Background: an optimization exercise with open tools, aiming at small area. Do not read the settings as production practice.
Where RTL was checked, it was by simulation tests only, not by an equivalence proof against the original.
Power figures rest on the tool's default switching activity, not on a simulated workload.

==> xenon <==
==> flow/design.v <==
package tag_mem_pkg;
    localparam logic RSP_OK  = 1'b0;
    localparam logic RSP_ERR = 1'b1;
    localparam int DEF_INIT_VAL   = 0;
    localparam int DEF_LOCK_DEPTH = 16;
    function automatic int clog2(input int n);
        int r;
        r = 0;
        for (int k = 0; k < 32; k++) begin
            if ((1 << r) < n) r++;
        end
        if (r < 1) r = 1;
        clog2 = r;
    endfunction
endpackage
module tag_rr_arbiter
#(
    parameter int NUM_CH = 2,
    localparam int IDX_W = tag_mem_pkg::clog2(NUM_CH)
) (
    input  logic              clk,
    input  logic              rst,
    input  logic [NUM_CH-1:0] i_req,
    input  logic              i_advance,
    output logic [NUM_CH-1:0] o_grant,
    output logic [IDX_W-1:0]  o_idx,
    output logic [IDX_W-1:0]  o_ptr
);
    logic [IDX_W-1:0] r_ptr;
    logic [IDX_W-1:0] w_cand;
    logic             w_found;
    always_comb begin
        o_grant = '0;
        o_idx   = '0;
        w_cand  = '0;
        w_found = 1'b0;
        for (int k = 0; k < NUM_CH; k++) begin
            w_cand = IDX_W'((int'(r_ptr) + k) % NUM_CH);
            if (!w_found && i_req[w_cand]) begin
                w_found         = 1'b1;
                o_grant[w_cand] = 1'b1;
                o_idx           = w_cand;
            end
        end
    end
    always_ff @(posedge clk or posedge rst) begin
        if (rst) begin
            r_ptr <= '0;
        end else if (i_advance) begin
            r_ptr <= IDX_W'((int'(o_idx) + 1) % NUM_CH);
        end
    end
    assign o_ptr = r_ptr;
endmodule
module tag_mem_arb
#(
    parameter int DATA_W     = 16,
    parameter int ADDR_W     = 6,
    parameter int NUM_CH     = 2,
    parameter int LOCK_DEPTH = tag_mem_pkg::DEF_LOCK_DEPTH,
    parameter logic [DATA_W-1:0] INIT_VAL = DATA_W'(tag_mem_pkg::DEF_INIT_VAL),
    localparam int DEPTH     = 2 ** ADDR_W,
    localparam int IDX_W     = tag_mem_pkg::clog2(NUM_CH)
) (
    input  logic                     clk,
    input  logic                     rst,
    input  logic [NUM_CH-1:0]        req_valid,
    output logic [NUM_CH-1:0]        req_ready,
    input  logic [NUM_CH-1:0]        req_we,
    input  logic [NUM_CH*ADDR_W-1:0] req_addr,
    input  logic [NUM_CH*DATA_W-1:0] req_wdata,
    output logic                     rsp_valid,
    output logic [IDX_W-1:0]         rsp_ch,
    output logic [DATA_W-1:0]        rsp_data,
    output logic                     rsp_err,
    input  logic                     i_lock,
    output logic                     o_locked
);
    logic [NUM_CH-1:0] w_grant;
    logic [IDX_W-1:0]  w_idx;
    logic [IDX_W-1:0]  w_ptr;
    logic              w_xfer;
    logic              w_we;
    logic [ADDR_W-1:0] w_addr;
    logic [DATA_W-1:0] w_wdata;
    logic              w_prot;
    logic              w_wr;
    logic              w_init;
    logic [DATA_W-1:0] r_mem [DEPTH];
    logic              r_written;
    logic [ADDR_W-1:0] r_addr;
    logic              r_locked;
    tag_rr_arbiter #(.NUM_CH(NUM_CH)) u_arb (
        .clk       (clk),
        .rst       (rst),
        .i_req     (req_valid),
        .i_advance (w_xfer),
        .o_grant   (w_grant),
        .o_idx     (w_idx),
        .o_ptr     (w_ptr)
    );
    assign req_ready = w_grant;
    assign w_xfer    = |w_grant;
    assign w_we      = req_we[w_idx];
    assign w_addr    = req_addr[w_idx*ADDR_W +: ADDR_W];
    assign w_wdata   = req_wdata[w_idx*DATA_W +: DATA_W];
    assign w_prot    = r_locked && (int'(w_addr) < LOCK_DEPTH);
    assign w_wr      = w_xfer && w_we && !w_prot;
    assign w_init    = w_wr && !r_written;
    always_ff @(posedge clk or posedge rst) begin
        if (rst) begin
            r_written <= 1'b0;
            r_locked  <= 1'b0;
            rsp_valid <= 1'b0;
            rsp_ch    <= '0;
            rsp_err   <= tag_mem_pkg::RSP_OK;
        end else begin
            if (i_lock) r_locked <= 1'b1;
            if (w_wr) r_written <= 1'b1;
            rsp_valid <= w_xfer;
            if (w_xfer) begin
                rsp_ch  <= w_idx;
                rsp_err <= (w_we && w_prot) ? tag_mem_pkg::RSP_ERR : tag_mem_pkg::RSP_OK;
            end
        end
    end
    always_ff @(posedge clk) begin
        if (w_xfer) r_addr <= w_addr;
    end
    localparam int COL_W = ADDR_W / 2;
    localparam int ROW_W = ADDR_W - COL_W;
    localparam int NCOL  = 2 ** COL_W;
    localparam int NROW  = 2 ** ROW_W;
    logic [NROW-1:0]   w_ws_row, w_wh_row, w_rs_row;
    logic [NCOL-1:0]   w_ws_col, w_wh_col, w_rs_col;
    logic [DEPTH-1:0]  w_wseln;
    logic [DEPTH-1:0]  w_holdn;
    logic [DATA_W-1:0] w_wdatan;
    logic [DEPTH-1:0]  w_rsel;
    logic [DATA_W-1:0] w_rdata;
    always_comb begin
        for (int r = 0; r < NROW; r++) begin
            w_ws_row[r]  = w_wr && (w_addr[ADDR_W-1:COL_W] == ROW_W'(r));
            w_wh_row[r]  = w_ws_row[r] || w_init;
            w_rs_row[r]  = r_written && (r_addr[ADDR_W-1:COL_W] == ROW_W'(r));
        end
        for (int c = 0; c < NCOL; c++) begin
            w_ws_col[c]  = (w_addr[COL_W-1:0] == COL_W'(c));
            w_wh_col[c]  = w_ws_col[c] || w_init;
            w_rs_col[c]  = (r_addr[COL_W-1:0] == COL_W'(c));
        end
    end
    tag_mem_nand_mat #(.NROW(NROW), .NCOL(NCOL)) u_wsel (
        .i_row (w_ws_row),
        .i_col (w_ws_col),
        .o_y   (w_wseln)
    );
    tag_mem_nand_mat #(.NROW(NROW), .NCOL(NCOL)) u_hold (
        .i_row (w_wh_row),
        .i_col (w_wh_col),
        .o_y   (w_holdn)
    );
    logic [DEPTH-1:0] w_rseln;
    tag_mem_nand_mat #(.NROW(NROW), .NCOL(NCOL)) u_rsel (
        .i_row (w_rs_row),
        .i_col (w_rs_col),
        .o_y   (w_rseln)
    );
    tag_mem_inv #(.W(DEPTH)) u_rsel_inv (
        .i_a (w_rseln),
        .o_y (w_rsel)
    );
    assign w_wdatan = ~(w_wdata ^ INIT_VAL);
    logic [DEPTH*DATA_W-1:0] w_q;
    logic [DEPTH*DATA_W-1:0] w_d;
    tag_mem_wmux #(.DATA_W(DATA_W), .DEPTH(DEPTH)) u_wmux (
        .i_seln   (w_wseln),
        .i_holdn  (w_holdn),
        .i_wdatan (w_wdatan),
        .i_q      (w_q),
        .o_d      (w_d)
    );
    for (genvar i = 0; i < DEPTH; i++) begin : g_word
        assign w_q[i*DATA_W +: DATA_W] = r_mem[i];
        always_ff @(posedge clk) begin
            r_mem[i] <= w_d[i*DATA_W +: DATA_W];
        end
    end
    tag_mem_rmux #(.DATA_W(DATA_W), .DEPTH(DEPTH)) u_rmux (
        .i_sel  (w_rsel),
        .i_q    (w_q),
        .o_data (w_rdata)
    );
    assign rsp_data = w_rdata ^ INIT_VAL;
    assign o_locked = r_locked;
    logic w_unused;
    assign w_unused = ^w_ptr;
endmodule
module tag_mem_wmux
#(
    parameter int DATA_W = 16,
    parameter int DEPTH  = 64
) (
    input  logic [DEPTH-1:0]        i_seln,
    input  logic [DEPTH-1:0]        i_holdn,
    input  logic [DATA_W-1:0]       i_wdatan,
    input  logic [DEPTH*DATA_W-1:0] i_q,
    output logic [DEPTH*DATA_W-1:0] o_d
);
    logic [DEPTH*DATA_W-1:0] w_seln_bits;
    logic [DEPTH*DATA_W-1:0] w_holdn_bits;
    logic [DEPTH*DATA_W-1:0] w_wdatan_bits;
    logic [DEPTH*DATA_W-1:0] w_hold_n;
    for (genvar i = 0; i < DEPTH; i++) begin : g_word
        assign w_seln_bits[i*DATA_W +: DATA_W]   = {DATA_W{i_seln[i]}};
        assign w_holdn_bits[i*DATA_W +: DATA_W]  = {DATA_W{i_holdn[i]}};
        assign w_wdatan_bits[i*DATA_W +: DATA_W] = i_wdatan;
    end
    tag_mem_nand2 #(.W(DEPTH*DATA_W)) u_hold (
        .i_a (i_q),
        .i_b (w_holdn_bits),
        .o_y (w_hold_n)
    );
    tag_mem_o21ai #(.W(DEPTH*DATA_W)) u_next (
        .i_a1 (w_wdatan_bits),
        .i_a2 (w_seln_bits),
        .i_b1 (w_hold_n),
        .o_y  (o_d)
    );
endmodule
module tag_mem_nand2
#(
    parameter int W = 1
) (
    input  logic [W-1:0] i_a,
    input  logic [W-1:0] i_b,
    output logic [W-1:0] o_y
);
    assign o_y = ~(i_a & i_b);
endmodule
module tag_mem_o21ai
#(
    parameter int W = 1
) (
    input  logic [W-1:0] i_a1,
    input  logic [W-1:0] i_a2,
    input  logic [W-1:0] i_b1,
    output logic [W-1:0] o_y
);
    assign o_y = ~((i_a1 | i_a2) & i_b1);
endmodule
module tag_mem_rmux
#(
    parameter int DATA_W = 16,
    parameter int DEPTH  = 64,
    localparam int NGRP  = DEPTH / 3,
    localparam int NREST = DEPTH - 3 * NGRP
) (
    input  logic [DEPTH-1:0]        i_sel,
    input  logic [DEPTH*DATA_W-1:0] i_q,
    output logic [DATA_W-1:0]       o_data
);
    logic [NGRP*DATA_W-1:0] w_grp_n;
    for (genvar g = 0; g < NGRP; g++) begin : g_grp
        tag_mem_aoi222 #(.W(DATA_W)) u_aoi (
            .i_a1 ({DATA_W{i_sel[3*g]}}),
            .i_a2 (i_q[(3*g)*DATA_W +: DATA_W]),
            .i_b1 ({DATA_W{i_sel[3*g+1]}}),
            .i_b2 (i_q[(3*g+1)*DATA_W +: DATA_W]),
            .i_c1 ({DATA_W{i_sel[3*g+2]}}),
            .i_c2 (i_q[(3*g+2)*DATA_W +: DATA_W]),
            .o_y  (w_grp_n[g*DATA_W +: DATA_W])
        );
    end
    always_comb begin
        o_data = '0;
        for (int g = 0; g < NGRP; g++) o_data = o_data | ~w_grp_n[g*DATA_W +: DATA_W];
        for (int k = 3 * NGRP; k < DEPTH; k++)
            o_data = o_data | ({DATA_W{i_sel[k]}} & i_q[k*DATA_W +: DATA_W]);
    end
endmodule
module tag_mem_aoi222
#(
    parameter int W = 1
) (
    input  logic [W-1:0] i_a1,
    input  logic [W-1:0] i_a2,
    input  logic [W-1:0] i_b1,
    input  logic [W-1:0] i_b2,
    input  logic [W-1:0] i_c1,
    input  logic [W-1:0] i_c2,
    output logic [W-1:0] o_y
);
    assign o_y = ~((i_a1 & i_a2) | (i_b1 & i_b2) | (i_c1 & i_c2));
endmodule
module tag_mem_nand_mat
#(
    parameter int NROW = 8,
    parameter int NCOL = 8
) (
    input  logic [NROW-1:0]      i_row,
    input  logic [NCOL-1:0]      i_col,
    output logic [NROW*NCOL-1:0] o_y
);
    for (genvar r = 0; r < NROW; r++) begin : g_row
        assign o_y[r*NCOL +: NCOL] = ~({NCOL{i_row[r]}} & i_col);
    end
endmodule
module tag_mem_inv
#(
    parameter int W = 1
) (
    input  logic [W-1:0] i_a,
    output logic [W-1:0] o_y
);
    assign o_y = ~i_a;
endmodule
==> flow/flow/run.sh <==
#!/bin/bash
set -euo pipefail
export BUFFER_PORTS_ARGS="-buffer_cell sky130_fd_sc_hd__buf_1"
export CTS_ARGS="-sink_clustering_enable -repair_clock_nets -buf_list sky130_fd_sc_hd__clkbuf_16 -sink_clustering_size 28 -sink_clustering_max_diameter 70 -dont_use_dummy_load"
bash standard.sh finish > flow.log 2>&1
==> flow/standard.sh <==
#!/bin/bash
# synth_recipe.tcl (not shown) runs the flow's synth.tcl, then flattens the netlist and writes it again
# the make line also repeats each setting of config.mk as NAME=value (left out here)
make -C /OpenROAD-flow-scripts/flow DESIGN_CONFIG=/design/flow/config.mk WORK_HOME=/design/flow/orfs CLKGATE_MAP_FILE= SYNTH_SCRIPT=/design/flow/synth_recipe.tcl "${@:-finish}"
==> flow/config.mk <==
export PLATFORM = sky130hd
export DESIGN_NAME = tag_mem_arb
export DESIGN_NICKNAME = tag_mem_arb
export VERILOG_FILES = /design/flow/design.v
export SDC_FILE = /design/flow/constraint.sdc
export NUM_CORES = 4
export LEC_CHECK = 0
export CAP_MARGIN = 5
export CORE_MARGIN = 2
export CORE_UTILIZATION = 40
export CTS_BUF_LIST = sky130_fd_sc_hd__clkbuf_16
export CTS_CLUSTER_DIAMETER = 70
export CTS_CLUSTER_SIZE = 28
export SETUP_SLACK_MARGIN = 0.15
export SLEW_MARGIN = 5
export SYNTH_HIERARCHICAL = 1
==> flow/constraint.sdc <==
create_clock -name core_clock -period 6.0 [get_ports {clk}]
set_input_delay 1.2000 -clock core_clock [delete_from_list [all_inputs] [get_ports {clk}]]
set_output_delay 1.2000 -clock core_clock [all_outputs]
set_load 0.01 [all_outputs]
==> inputs of yarrow, as changes to xenon <==
--- a/flow/design.v
+++ b/flow/design.v
@@ -272,11 +272,47 @@
             .o_y  (w_grp_n[g*DATA_W +: DATA_W])
         );
     end
-    always_comb begin
-        o_data = '0;
-        for (int g = 0; g < NGRP; g++) o_data = o_data | ~w_grp_n[g*DATA_W +: DATA_W];
-        for (int k = 3 * NGRP; k < DEPTH; k++)
-            o_data = o_data | ({DATA_W{i_sel[k]}} & i_q[k*DATA_W +: DATA_W]);
+    localparam int NTERM = NGRP + NREST;
+    logic [NTERM*DATA_W-1:0] w_term_n;
+    assign w_term_n[NGRP*DATA_W-1:0] = w_grp_n;
+    for (genvar k = 0; k < NREST; k++) begin : g_rest
+        tag_mem_nand2 #(.W(DATA_W)) u_nand (
+            .i_a (i_q[(3*NGRP+k)*DATA_W +: DATA_W]),
+            .i_b ({DATA_W{i_sel[3*NGRP+k]}}),
+            .o_y (w_term_n[(NGRP+k)*DATA_W +: DATA_W])
+        );
+    end
+    if (NTERM == 22) begin : g_tree22
+        logic [6*DATA_W-1:0] w_or;
+        logic [3*DATA_W-1:0] w_nor;
+        tag_mem_nand4 #(.W(5*DATA_W)) u_nand4 (
+            .i_a (w_term_n[0 +: 5*DATA_W]),
+            .i_b (w_term_n[5*DATA_W +: 5*DATA_W]),
+            .i_c (w_term_n[10*DATA_W +: 5*DATA_W]),
+            .i_d (w_term_n[15*DATA_W +: 5*DATA_W]),
+            .o_y (w_or[0 +: 5*DATA_W])
+        );
+        tag_mem_nand2 #(.W(DATA_W)) u_nand2 (
+            .i_a (w_term_n[20*DATA_W +: DATA_W]),
+            .i_b (w_term_n[21*DATA_W +: DATA_W]),
+            .o_y (w_or[5*DATA_W +: DATA_W])
+        );
+        tag_mem_nor2 #(.W(3*DATA_W)) u_nor2 (
+            .i_a (w_or[0 +: 3*DATA_W]),
+            .i_b (w_or[3*DATA_W +: 3*DATA_W]),
+            .o_y (w_nor)
+        );
+        tag_mem_nand3 #(.W(DATA_W)) u_nand3 (
+            .i_a (w_nor[0 +: DATA_W]),
+            .i_b (w_nor[DATA_W +: DATA_W]),
+            .i_c (w_nor[2*DATA_W +: DATA_W]),
+            .o_y (o_data)
+        );
+    end else begin : g_tree
+        always_comb begin
+            o_data = '0;
+            for (int k = 0; k < NTERM; k++) o_data = o_data | ~w_term_n[k*DATA_W +: DATA_W];
+        end
     end
 endmodule
 module tag_mem_aoi222
@@ -315,3 +351,36 @@
 );
     assign o_y = ~i_a;
 endmodule
+module tag_mem_nand4
+#(
+    parameter int W = 1
+) (
+    input  logic [W-1:0] i_a,
+    input  logic [W-1:0] i_b,
+    input  logic [W-1:0] i_c,
+    input  logic [W-1:0] i_d,
+    output logic [W-1:0] o_y
+);
+    assign o_y = ~(i_a & i_b & i_c & i_d);
+endmodule
+module tag_mem_nand3
+#(
+    parameter int W = 1
+) (
+    input  logic [W-1:0] i_a,
+    input  logic [W-1:0] i_b,
+    input  logic [W-1:0] i_c,
+    output logic [W-1:0] o_y
+);
+    assign o_y = ~(i_a & i_b & i_c);
+endmodule
+module tag_mem_nor2
+#(
+    parameter int W = 1
+) (
+    input  logic [W-1:0] i_a,
+    input  logic [W-1:0] i_b,
+    output logic [W-1:0] o_y
+);
+    assign o_y = ~(i_a | i_b);
+endmodule
- CAP_MARGIN: 5 -> 10
- SETUP_SLACK_MARGIN: 0.15 -> 0.1
- SLEW_MARGIN: 5 -> 10
==> inputs of garnet, as changes to xenon <==
--- a/flow/design.v
+++ b/flow/design.v
@@ -85,9 +85,8 @@
     logic [DATA_W-1:0] w_wdata;
     logic              w_prot;
     logic              w_wr;
-    logic              w_init;
     logic [DATA_W-1:0] r_mem [DEPTH];
-    logic              r_written;
+    logic [DEPTH-1:0]  r_valid;
     logic [ADDR_W-1:0] r_addr;
     logic              r_locked;
     tag_rr_arbiter #(.NUM_CH(NUM_CH)) u_arb (
@@ -106,79 +105,42 @@
     assign w_wdata   = req_wdata[w_idx*DATA_W +: DATA_W];
     assign w_prot    = r_locked && (int'(w_addr) < LOCK_DEPTH);
     assign w_wr      = w_xfer && w_we && !w_prot;
-    assign w_init    = w_wr && !r_written;
     always_ff @(posedge clk or posedge rst) begin
         if (rst) begin
-            r_written <= 1'b0;
+            r_valid   <= '0;
             r_locked  <= 1'b0;
             rsp_valid <= 1'b0;
             rsp_ch    <= '0;
             rsp_err   <= tag_mem_pkg::RSP_OK;
         end else begin
             if (i_lock) r_locked <= 1'b1;
-            if (w_wr) r_written <= 1'b1;
             rsp_valid <= w_xfer;
             if (w_xfer) begin
                 rsp_ch  <= w_idx;
                 rsp_err <= (w_we && w_prot) ? tag_mem_pkg::RSP_ERR : tag_mem_pkg::RSP_OK;
             end
+            if (w_wr) r_valid[w_addr] <= 1'b1;
         end
     end
     always_ff @(posedge clk) begin
         if (w_xfer) r_addr <= w_addr;
     end
-    localparam int COL_W = ADDR_W / 2;
-    localparam int ROW_W = ADDR_W - COL_W;
-    localparam int NCOL  = 2 ** COL_W;
-    localparam int NROW  = 2 ** ROW_W;
-    logic [NROW-1:0]   w_ws_row, w_wh_row, w_rs_row;
-    logic [NCOL-1:0]   w_ws_col, w_wh_col, w_rs_col;
-    logic [DEPTH-1:0]  w_wseln;
-    logic [DEPTH-1:0]  w_holdn;
-    logic [DATA_W-1:0] w_wdatan;
-    logic [DEPTH-1:0]  w_rsel;
+    logic [DEPTH-1:0] w_wsel;
+    logic [DEPTH-1:0] w_rsel;
     logic [DATA_W-1:0] w_rdata;
     always_comb begin
-        for (int r = 0; r < NROW; r++) begin
-            w_ws_row[r]  = w_wr && (w_addr[ADDR_W-1:COL_W] == ROW_W'(r));
-            w_wh_row[r]  = w_ws_row[r] || w_init;
-            w_rs_row[r]  = r_written && (r_addr[ADDR_W-1:COL_W] == ROW_W'(r));
-        end
-        for (int c = 0; c < NCOL; c++) begin
-            w_ws_col[c]  = (w_addr[COL_W-1:0] == COL_W'(c));
-            w_wh_col[c]  = w_ws_col[c] || w_init;
-            w_rs_col[c]  = (r_addr[COL_W-1:0] == COL_W'(c));
-        end
-    end
-    tag_mem_nand_mat #(.NROW(NROW), .NCOL(NCOL)) u_wsel (
-        .i_row (w_ws_row),
-        .i_col (w_ws_col),
-        .o_y   (w_wseln)
-    );
-    tag_mem_nand_mat #(.NROW(NROW), .NCOL(NCOL)) u_hold (
-        .i_row (w_wh_row),
-        .i_col (w_wh_col),
-        .o_y   (w_holdn)
-    );
-    logic [DEPTH-1:0] w_rseln;
-    tag_mem_nand_mat #(.NROW(NROW), .NCOL(NCOL)) u_rsel (
-        .i_row (w_rs_row),
-        .i_col (w_rs_col),
-        .o_y   (w_rseln)
-    );
-    tag_mem_inv #(.W(DEPTH)) u_rsel_inv (
-        .i_a (w_rseln),
-        .o_y (w_rsel)
-    );
-    assign w_wdatan = ~(w_wdata ^ INIT_VAL);
+        for (int i = 0; i < DEPTH; i++) begin
+            w_wsel[i] = w_wr && (w_addr == ADDR_W'(i));
+            w_rsel[i] = r_valid[i] && (r_addr == ADDR_W'(i));
+        end
+    end
     logic [DEPTH*DATA_W-1:0] w_q;
     logic [DEPTH*DATA_W-1:0] w_d;
     tag_mem_wmux #(.DATA_W(DATA_W), .DEPTH(DEPTH)) u_wmux (
-        .i_seln   (w_wseln),
-        .i_holdn  (w_holdn),
-        .i_wdatan (w_wdatan),
-        .i_q      (w_q),
-        .o_d      (w_d)
+        .i_sel   (w_wsel),
+        .i_wdata (w_wdata),
+        .i_q     (w_q),
+        .o_d     (w_d)
     );
     for (genvar i = 0; i < DEPTH; i++) begin : g_word
         assign w_q[i*DATA_W +: DATA_W] = r_mem[i];
@@ -191,7 +153,7 @@
         .i_q    (w_q),
         .o_data (w_rdata)
     );
-    assign rsp_data = w_rdata ^ INIT_VAL;
+    assign rsp_data = w_rdata | (INIT_VAL & {DATA_W{~|w_rsel}});
     assign o_locked = r_locked;
     logic w_unused;
     assign w_unused = ^w_ptr;
@@ -201,24 +163,25 @@
     parameter int DATA_W = 16,
     parameter int DEPTH  = 64
 ) (
-    input  logic [DEPTH-1:0]        i_seln,
-    input  logic [DEPTH-1:0]        i_holdn,
-    input  logic [DATA_W-1:0]       i_wdatan,
+    input  logic [DEPTH-1:0]        i_sel,
+    input  logic [DATA_W-1:0]       i_wdata,
     input  logic [DEPTH*DATA_W-1:0] i_q,
     output logic [DEPTH*DATA_W-1:0] o_d
 );
+    logic [DEPTH-1:0]        w_seln;
+    logic [DATA_W-1:0]       w_wdatan;
     logic [DEPTH*DATA_W-1:0] w_seln_bits;
-    logic [DEPTH*DATA_W-1:0] w_holdn_bits;
     logic [DEPTH*DATA_W-1:0] w_wdatan_bits;
     logic [DEPTH*DATA_W-1:0] w_hold_n;
+    assign w_seln   = ~i_sel;
+    assign w_wdatan = ~i_wdata;
     for (genvar i = 0; i < DEPTH; i++) begin : g_word
-        assign w_seln_bits[i*DATA_W +: DATA_W]   = {DATA_W{i_seln[i]}};
-        assign w_holdn_bits[i*DATA_W +: DATA_W]  = {DATA_W{i_holdn[i]}};
-        assign w_wdatan_bits[i*DATA_W +: DATA_W] = i_wdatan;
+        assign w_seln_bits[i*DATA_W +: DATA_W]   = {DATA_W{w_seln[i]}};
+        assign w_wdatan_bits[i*DATA_W +: DATA_W] = w_wdatan;
     end
     tag_mem_nand2 #(.W(DEPTH*DATA_W)) u_hold (
         .i_a (i_q),
-        .i_b (w_holdn_bits),
+        .i_b (w_seln_bits),
         .o_y (w_hold_n)
     );
     tag_mem_o21ai #(.W(DEPTH*DATA_W)) u_next (
@@ -253,30 +216,31 @@
 #(
     parameter int DATA_W = 16,
     parameter int DEPTH  = 64,
-    localparam int NGRP  = DEPTH / 3,
-    localparam int NREST = DEPTH - 3 * NGRP
+    localparam int NGRP  = (DEPTH + 2) / 3
 ) (
     input  logic [DEPTH-1:0]        i_sel,
     input  logic [DEPTH*DATA_W-1:0] i_q,
     output logic [DATA_W-1:0]       o_data
 );
-    logic [NGRP*DATA_W-1:0] w_grp_n;
+    logic [NGRP*3-1:0]        w_sel;
+    logic [NGRP*3*DATA_W-1:0] w_q;
+    logic [NGRP*DATA_W-1:0]   w_grp_n;
+    assign w_sel = (NGRP*3)'(i_sel);
+    assign w_q   = (NGRP*3*DATA_W)'(i_q);
     for (genvar g = 0; g < NGRP; g++) begin : g_grp
         tag_mem_aoi222 #(.W(DATA_W)) u_aoi (
-            .i_a1 ({DATA_W{i_sel[3*g]}}),
-            .i_a2 (i_q[(3*g)*DATA_W +: DATA_W]),
-            .i_b1 ({DATA_W{i_sel[3*g+1]}}),
-            .i_b2 (i_q[(3*g+1)*DATA_W +: DATA_W]),
-            .i_c1 ({DATA_W{i_sel[3*g+2]}}),
-            .i_c2 (i_q[(3*g+2)*DATA_W +: DATA_W]),
+            .i_a1 ({DATA_W{w_sel[3*g]}}),
+            .i_a2 (w_q[(3*g)*DATA_W +: DATA_W]),
+            .i_b1 ({DATA_W{w_sel[3*g+1]}}),
+            .i_b2 (w_q[(3*g+1)*DATA_W +: DATA_W]),
+            .i_c1 ({DATA_W{w_sel[3*g+2]}}),
+            .i_c2 (w_q[(3*g+2)*DATA_W +: DATA_W]),
             .o_y  (w_grp_n[g*DATA_W +: DATA_W])
         );
     end
     always_comb begin
         o_data = '0;
         for (int g = 0; g < NGRP; g++) o_data = o_data | ~w_grp_n[g*DATA_W +: DATA_W];
-        for (int k = 3 * NGRP; k < DEPTH; k++)
-            o_data = o_data | ({DATA_W{i_sel[k]}} & i_q[k*DATA_W +: DATA_W]);
     end
 endmodule
 module tag_mem_aoi222
@@ -293,25 +257,3 @@
 );
     assign o_y = ~((i_a1 & i_a2) | (i_b1 & i_b2) | (i_c1 & i_c2));
 endmodule
-module tag_mem_nand_mat
-#(
-    parameter int NROW = 8,
-    parameter int NCOL = 8
-) (
-    input  logic [NROW-1:0]      i_row,
-    input  logic [NCOL-1:0]      i_col,
-    output logic [NROW*NCOL-1:0] o_y
-);
-    for (genvar r = 0; r < NROW; r++) begin : g_row
-        assign o_y[r*NCOL +: NCOL] = ~({NCOL{i_row[r]}} & i_col);
-    end
-endmodule
-module tag_mem_inv
-#(
-    parameter int W = 1
-) (
-    input  logic [W-1:0] i_a,
-    output logic [W-1:0] o_y
-);
-    assign o_y = ~i_a;
-endmodule
==> flow/run.sh (new file) <==
#!/bin/bash
# synth_recipe.tcl (not shown) runs the flow's synth.tcl, then flattens the netlist and writes it again
# the make line also repeats each setting of config.mk as NAME=value (left out here)
make -C /OpenROAD-flow-scripts/flow DESIGN_CONFIG=/design/flow/config.mk WORK_HOME=/design/flow/orfs CLKGATE_MAP_FILE= SYNTH_SCRIPT=/design/flow/synth_recipe.tcl finish
- CAP_MARGIN: 5 -> 20
- CTS_BUF_LIST: sky130_fd_sc_hd__clkbuf_16 -> unset
- CTS_CLUSTER_DIAMETER: 70 -> unset
- CTS_CLUSTER_SIZE: 28 -> unset
- SETUP_SLACK_MARGIN: 0.15 -> unset
- SLEW_MARGIN: 5 -> 20
removed: flow/flow/run.sh
removed: flow/standard.sh
==> notes <==
yarrow finished with timing, DRC and antenna clean. garnet completed and failed the layout checks on setup timing. xenon passed the timing, DRC and antenna checks. The highest fmax belongs to yarrow, the lowest to garnet. Hold slack, highest first: garnet, yarrow, xenon. The highest clock-buffer cell count belongs to garnet, the lowest to yarrow. The highest design area belongs to garnet, the lowest to xenon. In yarrow the wire length is larger than in garnet, by about 0.9%. Of xenon and yarrow, xenon has the higher global-route usage (gap 0.36 points). Utilization, lowest first: xenon, yarrow, garnet. Between yarrow and garnet, the lower power is in yarrow (gap about 20%, measured against garnet).
==> figures <==
| quantity | xenon | garnet | yarrow |
|---|---|---|---|
| Run status | no timing/DRC/antenna violations | failed layout checks | no timing/DRC/antenna violations |
| Reasons for failing layout checks | - | setup timing | - |
| Yosys warns | 10 | 10 | 9 |
| Relative contribution of the clock network to total power | 26.8% | 40.8% | 26.4% |
| Clock-cell share of area | 3.374% | 8.469% | 3.179% |
| Effective utilization at floorplan | 40.49% | 40.34% | 40.44% |
| Share of final layout cell area taken by non-clock buffers | 2.524% | 2.820% | 3.035% |
| Worst hold margin | 0.3508 ns | 0.4478 ns | 0.3914 ns |
| Chip height | 306.3 µm | 313.5 µm | 306.1 µm |
| Detailed-routed wire length on met3 | 12820 µm | 10920 µm | 11510 µm |
| Portion of total power attributed to sequential cells | 61.2% | 50.7% | 61.5% |
| Power drawn by the clock network | 3.79 mW | 7.19 mW | 3.70 mW |
| Global-route track usage on met3 | 5.067% | 4.381% | 4.279% |
| Design Area, Final | 40050 µm² | 45160 µm² | 40150 µm² |
| Total via count in the routed design | 32844 | 33346 | 32883 |
| Number of DRC violations after detailed-routing iteration 0 | 5493 | 4902 | 5192 |
| Proportion of total power due to net switching | 27.88% | 24.92% | 27.56% |
| Number of levels the H-tree was split into | 2 | 3 | 2 |
Only the layout flow was run in yarrow and garnet; the RTL was not checked for function there.

## separate check: timing with driven ports
The results above use ideal ports. As a check the final layouts listed here were re-extracted and re-timed, cells and wires unchanged. Step 1 sets driving cells, clkbuf_16 on the clock port and buf_2 on the other inputs (assumed; they add their load-dependent delay and slew). Step 2, shift: input delay + t, output delay - t, t = (earliest + latest rising clock arrival at the registers) / 2. This alone moves slack from input paths to output paths. a / b / c = no drivers / after step 1 / after step 2; a / b = the first two.
run | t (ns) | setup WS [ns] | worst setup path after step 2
xenon | 0.694 | 0.154 / 0.080 / 0.773 | register to output
yarrow | 0.692 | 0.355 / 0.286 / 0.912 | input to register
garnet | 0.752 | -0.034 / -0.105 / 0.648 | register to output
